This design comes from an exercise in tuning for small area on the open sky130 flow, not from production work.
Only simulation tests tie the RTL to the original design; equivalence was not proved.
Power figures rest on the tool's default switching activity, not on a simulated workload.

File: design/flow/config.mk
export PLATFORM = sky130hd
export DESIGN_NAME = vram_scanout
export DESIGN_NICKNAME = vram_scanout
export VERILOG_FILES = /design/flow/design.v
export SDC_FILE = /design/flow/constraint.sdc
export NUM_CORES = 4
export LEC_CHECK = 0
export CAP_MARGIN = 20
export CORE_MARGIN = 2
export CORE_UTILIZATION = 50
export SLEW_MARGIN = 20
File: design/flow/constraint.sdc
create_clock -name core_clock -period 10.0 [get_ports {clk_i}]
set_input_delay 2.0000 -clock core_clock [delete_from_list [all_inputs] [get_ports {clk_i}]]
set_output_delay 2.0000 -clock core_clock [all_outputs]
set_load 0.01 [all_outputs]
File: design/flow/design.v
module vram_scanout #(
  parameter int          H_ACTIVE = 640,
  parameter int          H_FP     = 16,
  parameter int          H_SYNC   = 96,
  parameter int          H_BP     = 48,
  parameter int          V_ACTIVE = 480,
  parameter int          V_FP     = 10,
  parameter int          V_SYNC   = 2,
  parameter int          V_BP     = 33,
  parameter int          PIX_DIV  = 4,
  parameter logic [7:0]  FG_COLOR = 8'hFF,
  parameter logic [7:0]  BG_COLOR = 8'h00
) (
  input  logic                clk_i,
  input  logic                rst_ni,
  input  logic [H_ACTIVE-1:0] vram_rd_data_i,
  output logic [8:0]          vram_addr_o,
  output logic                vram_turn_o,
  output logic                pix_en_o,
  output logic                hsync_o,
  output logic                vsync_o,
  output logic [7:0]          rgb_o,
  output logic                frame_start_o
);
  localparam int H_TOTAL = H_ACTIVE + H_FP + H_SYNC + H_BP;
  localparam int V_TOTAL = V_ACTIVE + V_FP + V_SYNC + V_BP;
  localparam int HW = $clog2(H_TOTAL);
  localparam int VW = $clog2(V_TOTAL);
  localparam int XW = $clog2(H_ACTIVE);
  localparam int DW = (PIX_DIV > 1) ? $clog2(PIX_DIV) : 1;
  localparam logic [DW-1:0] DIV_LAST = DW'(PIX_DIV - 1);
  localparam logic [HW-1:0] H_LAST   = HW'(H_TOTAL - 1);
  localparam logic [HW-1:0] H_ACT    = HW'(H_ACTIVE);
  localparam logic [HW-1:0] HS_BEG   = HW'(H_ACTIVE + H_FP);
  localparam logic [HW-1:0] HS_END   = HW'(H_ACTIVE + H_FP + H_SYNC);
  localparam logic [VW-1:0] V_LAST   = VW'(V_TOTAL - 1);
  localparam logic [VW-1:0] V_ACT    = VW'(V_ACTIVE);
  localparam logic [VW-1:0] VS_BEG   = VW'(V_ACTIVE + V_FP);
  localparam logic [VW-1:0] VS_END   = VW'(V_ACTIVE + V_FP + V_SYNC);
  typedef enum logic [2:0] {
    S_IDLE,
    S_GRANT,
    S_ADDR,
    S_WAIT,
    S_LATCH
  } state_t;
  state_t              state_q, state_d;
  logic [DW-1:0]       div_q, div_d;
  logic [HW-1:0]       hcnt_q, hcnt_d;
  logic [VW-1:0]       vcnt_q, vcnt_d;
  logic [8:0]          tgt_q, tgt_d;
  logic [8:0]          addr_q, addr_d;
  logic                turn_q, turn_d;
  logic [H_ACTIVE-1:0] lbuf_q, lbuf_d;
  logic [7:0]          rgb_q, rgb_d;
  logic                hs_q, hs_d;
  logic                vs_q, vs_d;
  logic                fs_q, fs_d;
  logic                pix_en;
  logic                active;
  logic [XW-1:0]       px;
  logic [VW-1:0]       v_next;
  logic                trigger;
  logic [7:0]          pix_rgb;
  assign pix_en  = (div_q == DIV_LAST);
  assign active  = (hcnt_q < H_ACT) && (vcnt_q < V_ACT);
  assign px      = hcnt_q[XW-1:0];
  assign v_next  = (vcnt_q == V_LAST) ? '0 : vcnt_q + 1'b1;
  assign trigger = pix_en && (hcnt_q == H_ACT) && (v_next < V_ACT);
  always_comb begin
    div_d  = pix_en ? '0 : div_q + 1'b1;
    hcnt_d = hcnt_q;
    vcnt_d = vcnt_q;
    if (pix_en) begin
      if (hcnt_q == H_LAST) begin
        hcnt_d = '0;
        vcnt_d = v_next;
      end else begin
        hcnt_d = hcnt_q + 1'b1;
      end
    end
  end
  always_comb begin
    pix_rgb = 8'h00;
    rgb_d   = rgb_q;
    hs_d    = hs_q;
    vs_d    = vs_q;
    if (active) begin
      pix_rgb = lbuf_q[px] ? FG_COLOR : BG_COLOR;
    end
    if (pix_en) begin
      rgb_d = pix_rgb;
      hs_d  = !((hcnt_q >= HS_BEG) && (hcnt_q < HS_END));
      vs_d  = !((vcnt_q >= VS_BEG) && (vcnt_q < VS_END));
    end
    fs_d = pix_en && (hcnt_q == '0) && (vcnt_q == '0);
  end
  always_comb begin
    state_d = state_q;
    tgt_d   = tgt_q;
    addr_d  = addr_q;
    turn_d  = turn_q;
    lbuf_d  = lbuf_q;
    unique case (state_q)
      S_IDLE: begin
        if (trigger) begin
          state_d = S_GRANT;
          tgt_d   = 9'(v_next);
          turn_d  = 1'b0;
        end
      end
      S_GRANT: begin
        state_d = S_ADDR;
        addr_d  = tgt_q;
      end
      S_ADDR:  state_d = S_WAIT;
      S_WAIT:  state_d = S_LATCH;
      S_LATCH: begin
        state_d = S_IDLE;
        lbuf_d  = vram_rd_data_i;
        turn_d  = 1'b1;
      end
      default: state_d = S_IDLE;
    endcase
  end
  always_ff @(posedge clk_i) begin
    if (!rst_ni) begin
      state_q <= S_IDLE;
      div_q   <= '0;
      hcnt_q  <= '0;
      vcnt_q  <= '0;
      tgt_q   <= '0;
      addr_q  <= '0;
      turn_q  <= 1'b1;
      lbuf_q  <= '0;
      rgb_q   <= 8'h00;
      hs_q    <= 1'b1;
      vs_q    <= 1'b1;
      fs_q    <= 1'b0;
    end else begin
      state_q <= state_d;
      div_q   <= div_d;
      hcnt_q  <= hcnt_d;
      vcnt_q  <= vcnt_d;
      tgt_q   <= tgt_d;
      addr_q  <= addr_d;
      turn_q  <= turn_d;
      lbuf_q  <= lbuf_d;
      rgb_q   <= rgb_d;
      hs_q    <= hs_d;
      vs_q    <= vs_d;
      fs_q    <= fs_d;
    end
  end
  assign vram_addr_o   = addr_q;
  assign vram_turn_o   = turn_q;
  assign pix_en_o      = pix_en;
  assign hsync_o       = hs_q;
  assign vsync_o       = vs_q;
  assign rgb_o         = rgb_q;
  assign frame_start_o = fs_q;
endmodule
File: design/flow/run.sh
#!/bin/bash
# synth_recipe.tcl (not shown) runs the flow's synth.tcl, then flattens the netlist and writes it again
# the make line also repeats each setting of config.mk as NAME=value (left out here)
make -C /OpenROAD-flow-scripts/flow DESIGN_CONFIG=/design/flow/config.mk WORK_HOME=/design/flow/orfs CLKGATE_MAP_FILE= SYNTH_SCRIPT=/design/flow/synth_recipe.tcl finish
==> metrics.yaml <==
cts_max_level: 3
synth-main-ff-cell: "dfxtp_1"
drt_wl_total_mm: 99.6
cp.buffers_inverters: 2
p_leak_nw: 12.8
grt_pass1_wl_mm: 150
p_per_area_nw_per_um2: 147
synthArstFlopShare: 0
postPlaceCellArea_um2: 37400
yosys_warnings: 1
insertion_delay_ns: 0.62
crit_path_start_kind: "register"
crit_path_cell_trace: "buf_4, mux4_2, mux4_2, a2111oi_0, buf_4, a31oi_1, a311oi_1, o31ai_1"
tightest_slew_ns: 1.24
postCtsHoldBufs: 0
timing.final.crit_share: 0.435
cts_tree: "done"
gr-usage-all-layers: 0.306
clock_skew_ns: 0.0187
outcome: "no timing/DRC/antenna violations"
end_kind: "register"
cts_setup_buffers: 0
first_iter_violations: 1955
stdcell_area_um2: 40000
relSlewSlack: 0.175
finalMaxSlewViolations: 0
fin_hold_ws_ns: 0.425
gp_congestion: 0.862
min_path_type: "reg -> reg"
drt-vias-per-instance: 5.51
seq_area_frac_synth: 0.447
netlist_instances: 3436
dr.pass1.iters: 7
std_cell_rows: 91
wire_per_inst_um: 20.9
ctsResizeCount: 0
clk_pin_slew_ns: 0.06
fp.dieH_um: 252
peakVddDrop_uv: 119
path_class: "reg -> reg"
grt_max_degree: 298
cp_data_required_time_ns: 10.48
crit_slowest_cell: "dfxtp_4"
syn_nets: 4083
synth.area.top_cells: "dfxtp_1, nand2_1, a21boi_0, mux4_2, clkbuf_1"
cap_violations: 0
num_vias: 26282
rsz0062_at_grt: "no"
synth_top_cell_by_area: "dfxtp_1"
io_pins: 664
setup_viol: 0
root_buffer: "clkbuf_16"
port_buffers: 663
yosysUniqueCellTypes: 60
die_area_um2: 63600
core_area_um2: 61400
cts_buffer_depth: 3
period_needed_ns: 4.35
cts.sinks: 688
synth_area_um2: 30800
antenna_found_initial: 26
cp.arrival_ns: 4.84
postRouteAntennaNets: 0
initial_utilization: 0.502
synth_seq_cells: 688
synthDominantCellAreaShare: 0.447
fmax_ghz: 0.230
hpwl_mm: 69.4
grt_pass1_vias: 26172
drive_above_1_share: 0.0826
finalHoldViolCount: 0
postLayoutCoreUtil: 0.652
setup_tns_ns: 0
finish.net_count: 4553
synth_edf_count: 0
syn_avg_cell_area_um2: 8.97
die_w_um: 252
drc: 0
tritoncts.num_buffers: 75
syn_to_final_growth_pct: 29.8
overflow: 0
worstPathMaxFanout: 63
critPathMaxStageDelay_ns: 0.98
crit_family: "buffers and inverters"
## worst register-to-register path: stages (launching register included)
cell and delay (ns):
dfxtp_4 0.98, buf_4 0.96, mux4_2 0.66, mux4_2 0.47, a2111oi_0 0.51, buf_4 0.21, a31oi_1 0.04, a311oi_1 0.30
o31ai_1 0.09
## final timing paths
kind | start | endpoint | slack (ns) | depth (start not counted)
worst max-delay path | hcnt_q[1]$_SDFFE_PN0P_ | rgb_q[6]$_SDFFE_PN0P_ | 5.65 | 8
worst min-delay path | div_q[0]$_SDFF_PP0_ | div_q[0]$_SDFF_PP0_ | 0.43 | 1
worst max register to register | hcnt_q[1]$_SDFFE_PN0P_ | rgb_q[6]$_SDFFE_PN0P_ | 5.65 | 8
worst min register to register | div_q[0]$_SDFF_PP0_ | div_q[0]$_SDFF_PP0_ | 0.43 | 1
## cell type report
cell class,count,area (µm²)
clock inverter,12,75.1
fill,5110,21400
timing repair buffer,687,6940
inverter,8,30.0
tap,790,988
antenna,16,40.0
clock buffer,119,2350
sequential,688,13800
multi-input combinational,2446,15800
## power by group
group	switching, mW	internal (mW)
registers	0.00256	2.74
logic	0.144	0.285
clock network	1.11	1.61
## per-stage QoR
step | setup slack, ns | instances | power [mW]
5_1_grt | 5.28 | 4762 | 6.06
2_1_floorplan | 7.01 | 3436 | 2.92
3_3_place_gp | 5.14 | 4615 | 3.23
6_report | 5.65 | 4766 | 5.89
3_5_place_dp | 5.11 | 4615 | 3.23
4_1_cts | 5.56 | 4746 | 5.94
## logic make-up after synthesis
logic type,count (synthesis),synth area share
simple gates,1479,0.189
compound gates,726,0.176
flops,688,0.447
buf+inv,302,0.0409
mux,214,0.139
xor+xnor,22,0.00625
fa+ha+maj,5,0.00203
## sequential cells by signal, indices dropped and copies added (netlist names)
signal,flops
rgb_q,1
vcnt_q,10
vs_q,1
turn_q,1
addr_q,9
state_q,3
div_q,2
lbuf_q,640
hcnt_q,10
fs_q,1
hs_q,1
tgt_q,9
## cells in the mapped netlist, types with 10 or more instances
library cell	number
a22oi_1	10
a21boi_0	648
dfxtp_1	688
nand3_1	15
mux4_2	171
nand2_1	1336
buf_4	21
a31oi_1	10
buf_1	15
mux2i_1	43
clkbuf_1	231
buf_2	24
nor2_1	33
nor2b_1	30
o21ai_0	10
and2_1	11
nor3_1	10
xnor2_1	15
## placed cells by master, fill, tap and decap left out, types with 5 or more instances in the layout
master,count
nor2b_1,29
or3_1,5
o21ai_0,10
clkdlybuf4s50_1,662
ha_1,5
nor3_1,10
buf_4,14
dfxtp_1,683
and2_1,10
a22oi_1,10
nor2_1,33
o22ai_1,5
nand2_1,1335
nor4_1,6
nand3_1,15
diode_2,16
xnor2_1,15
a31oi_1,10
nand2b_1,6
mux4_2,171
clkinv_2,8
mux2i_1,43
clkbuf_8,22
a21oi_1,9
nand4_1,6
xor2_1,7
a211oi_1,5
clkbuf_16,79
clkbuf_1,18
a21boi_0,648
## layer usage
layer,GRT usage,part of all wire,up-vias
met5,0,0.0016,-
met4,0.137,0.042,26
met3,0.0560,0.066,201
met2,0.509,0.48,844
met1,0.389,0.41,12683
li1,-,-,12528

==> separate check: timing with driven ports <==
In the flow no input, the clock included, has a driving cell. The finished layout below was timed again as built, in two steps. Step 1 assumes that a clkbuf_16 drives the clock port and a buf_2 every other input. Step 2 moves the port delays by t, midway between the first and last clock arrival at a register: inputs arrive t later, outputs are due t later. That takes back most of the time a late clock gives input paths. Three values: ideal ports, drivers, drivers and shift; two values: the first two.
t, ns: 0.669
setup slack, ns: 5.649 / 5.649 / 5.451
worst setup path at the end: input to register
After both steps setup and hold are still met in this run. The setup slack of this run moves by 0.000 ns with the drivers and by -0.198 ns with both steps.
